This design comes from an exercise in tuning for small area, a short achievable clock period and few clock cycles per item on the open sky130 flow, not from production work.
The RTL was checked by simulation tests, not by an equivalence proof against the original design.

== run A ==
## congestion_window_controller
module congestion_window_controller (
  input  wire logic                 clk,
  input  wire logic                 rst_n,
  input  wire logic                 in_tvalid,
  output logic                      in_tready,
  input  wire logic [63:0]          in_tdata,    
  output logic                      out_tvalid,
  input  wire logic                 out_tready,
  output logic      [15:0]          out_tdata,   
  output logic      [1:0]           out_tuser,   
  input  wire logic                 cfg_valid,
  output logic                      cfg_ready,
  input  wire logic [CFG_IDX_W-1:0] cfg_index,
  input  wire logic [REG_W-1:0]     cfg_data
);
export LEC_CHECK = 0
export CAP_MARGIN = 20
export CORE_MARGIN = 2
export CORE_UTILIZATION = 40
export CTS_BUF_LIST = sky130_fd_sc_hd__clkbuf_4 sky130_fd_sc_hd__clkbuf_8
export CTS_CLUSTER_SIZE = 20
export SETUP_SLACK_MARGIN = 2.5
export SLEW_MARGIN = 20
create_clock -name core_clock -period 6.0 [get_ports {clk}]
standard.sh (not shown) runs the stock make flow with config.mk's settings and CLKGATE_MAP_FILE= SYNTH_SCRIPT=/design/flow/synth_recipe.tcl, a recipe that flattens the netlist after the stock synthesis.
==> flow/flow/run.sh <==
#!/bin/bash
# The standard layout (the standard.sh, unchanged synthesis and steps), with the ports
# buffered by a plain buffer (sky130_fd_sc_hd__buf_2) instead of the delay cell buffer_ports
# picks by itself. Every tool's output goes to standard.log here; ORFS's own step logs are under
# orfs/logs/.
set -euo pipefail
export BUFFER_PORTS_ARGS="-buffer_cell sky130_fd_sc_hd__buf_2"
bash standard.sh > standard.log 2>&1
Testbench counts of run A, summed over its fixed seeds: cycles 76,194, items 9,378.
What run B does differently from run A at the input level:
Settings: CTS_CLUSTER_SIZE no longer set, was 20; CTS_BUF_LIST no longer set, was sky130_fd_sc_hd__clkbuf_4 sky130_fd_sc_hd__clkbuf_8.
Findings:
Summary of the comparison: post-route fraction of the period consumed by the critical path is lower in run B, relative to run A.
When run B is set beside run A, its initial antenna violation count turns out to be 1 larger.
On run B: maximum fanout along the worst path is 8 lower than what run A gave.
Summary of run B over run A: maximum frequency from static timing analysis up 0.41%; cell area has decreased.
Of run B and run A, run A shows the higher total length of routed wires, with run B below it.
NOTE: sum of buffers and inverters on the critical path in run B exceeds that of run A
--- input diff run B..run C ---
Settings: SETUP_SLACK_MARGIN: 2.5 -> 2.0.
--- outcome ---
Slowest cell on the critical path: sky130_fd_sc_hd__dfxtp_2 -> run B, sky130_fd_sc_hd__nand2_1 -> run C
In run C the clock-buffer cell count turned out 1 higher than in run B.
Summary of the comparison: share of the final layout cell area in multi-input gates is higher in run C, relative to run B.
Run C vs run B — achievable clock frequency dropped 31 MHz.
Relative to run C, the following input files were edited for run D:
Settings: SETUP_SLACK_MARGIN now 2.75, was 2.0.
-- flow/flow/run.sh --
<<< run C, line 3
# buffered by a plain buffer (sky130_fd_sc_hd__buf_2) instead of the delay cell buffer_ports
>>> run D, line 3
# buffered by a plain buffer (sky130_fd_sc_hd__buf_1) instead of the delay cell buffer_ports
<<< run C, line 7
export BUFFER_PORTS_ARGS="-buffer_cell sky130_fd_sc_hd__buf_2"
>>> run D, line 7
export BUFFER_PORTS_ARGS="-buffer_cell sky130_fd_sc_hd__buf_1"
Results
Run D against run C: final design area excluding fillers +2100 sq um, global-route track usage on met1 flat. | final period demand of the worst path | run D vs run C | better |.

========
congestion_window_controller again, from the RTL that the note above started with.
clock: 6.0 ns
lec_check: 0
cap_margin: 20
core_margin: 2
core_utilization: 40
setup_slack_margin: 3.0
slew_margin: 20
==> flow/flow/run.sh <==
#!/bin/bash
# The standard layout (the standard.sh, unchanged synthesis and steps), with the ports
# buffered by a plain buffer (sky130_fd_sc_hd__buf_2) instead of the delay cell buffer_ports
# picks by itself. Every tool's output goes to standard.log here; ORFS's own step logs are under
# orfs/logs/.
set -euo pipefail
export BUFFER_PORTS_ARGS="-buffer_cell sky130_fd_sc_hd__buf_2"
bash standard.sh > standard.log 2>&1
Testbench counts at the start, summed over its fixed seeds: cycles 76,194, items 9,378.
Then changed:
==> flow/run.sh (new file) <==
#!/bin/bash
# synth_recipe.tcl (not shown) runs the flow's synth.tcl, then flattens the netlist and writes it again
# the make line also repeats each setting of config.mk as NAME=value (left out here)
make -C /OpenROAD-flow-scripts/flow DESIGN_CONFIG=/design/flow/config.mk WORK_HOME=/design/flow/orfs CLKGATE_MAP_FILE= SYNTH_SCRIPT=/design/flow/synth_recipe.tcl finish
Settings changed: SETUP_SLACK_MARGIN 3.0 to 2.5.
removed: flow/flow/run.sh
removed: flow/standard.sh
Result:
- routed wire length goes down by roughly a tenth
- final cell count goes down by a few percent
- non-clock buffer count goes down by 211
- register-to-register slack gets worse by 0.28 ns
Then changed:
==> flow/flow/run.sh (new file) <==
#!/bin/bash
# The standard layout (the standard.sh, unchanged synthesis and steps), with the ports
# buffered by a plain buffer (sky130_fd_sc_hd__buf_2) instead of the delay cell buffer_ports
# picks by itself. Every tool's output goes to standard.log here; ORFS's own step logs are under
# orfs/logs/.
set -euo pipefail
export BUFFER_PORTS_ARGS="-buffer_cell sky130_fd_sc_hd__buf_2"
bash standard.sh > standard.log 2>&1
==> flow/standard.sh (new file) <==
#!/bin/bash
# synth_recipe.tcl (not shown) runs the flow's synth.tcl, then flattens the netlist and writes it again
# the make line also repeats each setting of config.mk as NAME=value (left out here)
make -C /OpenROAD-flow-scripts/flow DESIGN_CONFIG=/design/flow/config.mk WORK_HOME=/design/flow/orfs CLKGATE_MAP_FILE= SYNTH_SCRIPT=/design/flow/synth_recipe.tcl "${@:-finish}"
Settings changed: CTS_BUF_LIST set to sky130_fd_sc_hd__clkbuf_4 sky130_fd_sc_hd__clkbuf_8, CTS_CLUSTER_SIZE set to 20, SETUP_SLACK_MARGIN 2.5 to 2.75.
removed: flow/run.sh
What happened: Die area does not change; global-route usage hardly moves; worst hold slack is better by 0.0047 ns; utilization climbs by 2.1 points; worst setup slack is better by 0.16 ns; count of clock-buffer cells in the layout climbs by 22; cell area climbs by 4.3%; clock skew climbs by 0.0056 ns; first-iteration DRC count climbs by 5.4%.
Then changed:
Settings changed: CTS_BUF_LIST sky130_fd_sc_hd__clkbuf_4 sky130_fd_sc_hd__clkbuf_8 to unset, CTS_CLUSTER_SIZE 20 to unset.
=>
- synthesized area stays the same
- die area does not change
- register-to-register slack is better by 0.06 ns
- global-route usage falls by 0.48 points
- via count falls slightly
- sequential cell count stays the same
- routed wire length falls slightly
- core utilization falls by 1.1 points
- clock skew falls by 0.023 ns

## re-timing with driven ports
Ports are ideal in the flow. The routed layouts listed here were re-timed in OpenROAD. Step 1 (the two cells are an assumption about what drives the block):
set clk [get_ports {clk}]
set_driving_cell -lib_cell sky130_fd_sc_hd__clkbuf_16 $clk
set_driving_cell -lib_cell sky130_fd_sc_hd__buf_2 [delete_from_list [all_inputs] $clk]
Step 2, shift: input delay + t, output delay - t, t = (earliest + latest rising clock arrival at the registers) / 2. This alone moves slack from input paths to output paths. a / b / c = ideal ports / drivers / drivers and shift; a / b = the first two.
run	shift t [ns]	setup WS [ns]	hold slack, ns	clock arrival spread, ns	cell pins on the clock port's net
run A	0.683	2.516 / 2.516 / 2.204	0.464 / 0.464 / 0.464	0.041 / 0.041	1
run B	0.625	2.530 / 2.495 / 2.258	0.464 / 0.464 / 0.464	0.037 / 0.037	1
run C	0.622	2.105 / 2.105 / 2.067	0.462 / 0.462 / 0.462	0.038 / 0.038	1
run D	0.622	2.657 / 2.657 / 2.282	0.464 / 0.464 / 0.464	0.038 / 0.038	1
the first run of note 2	0.633	2.799 / 2.799 / 2.382	0.465 / 0.465 / 0.465	0.023 / 0.023	1
the second run of note 2	0.625	2.518 / 2.518 / 2.040	0.462 / 0.462 / 0.462	0.032 / 0.032	1
the third run of note 2	0.659	2.677 / 2.677 / 2.330	0.466 / 0.466 / 0.466	0.038 / 0.037	1
the fourth run of note 2	0.615	2.735 / 2.735 / 2.355	0.468 / 0.468 / 0.468	0.014 / 0.014	1
After both steps setup and hold are still met in every run listed. The setup slack of the second run of note 2, which loses most, moves by 0.000 ns with the drivers and by -0.478 ns with both steps.
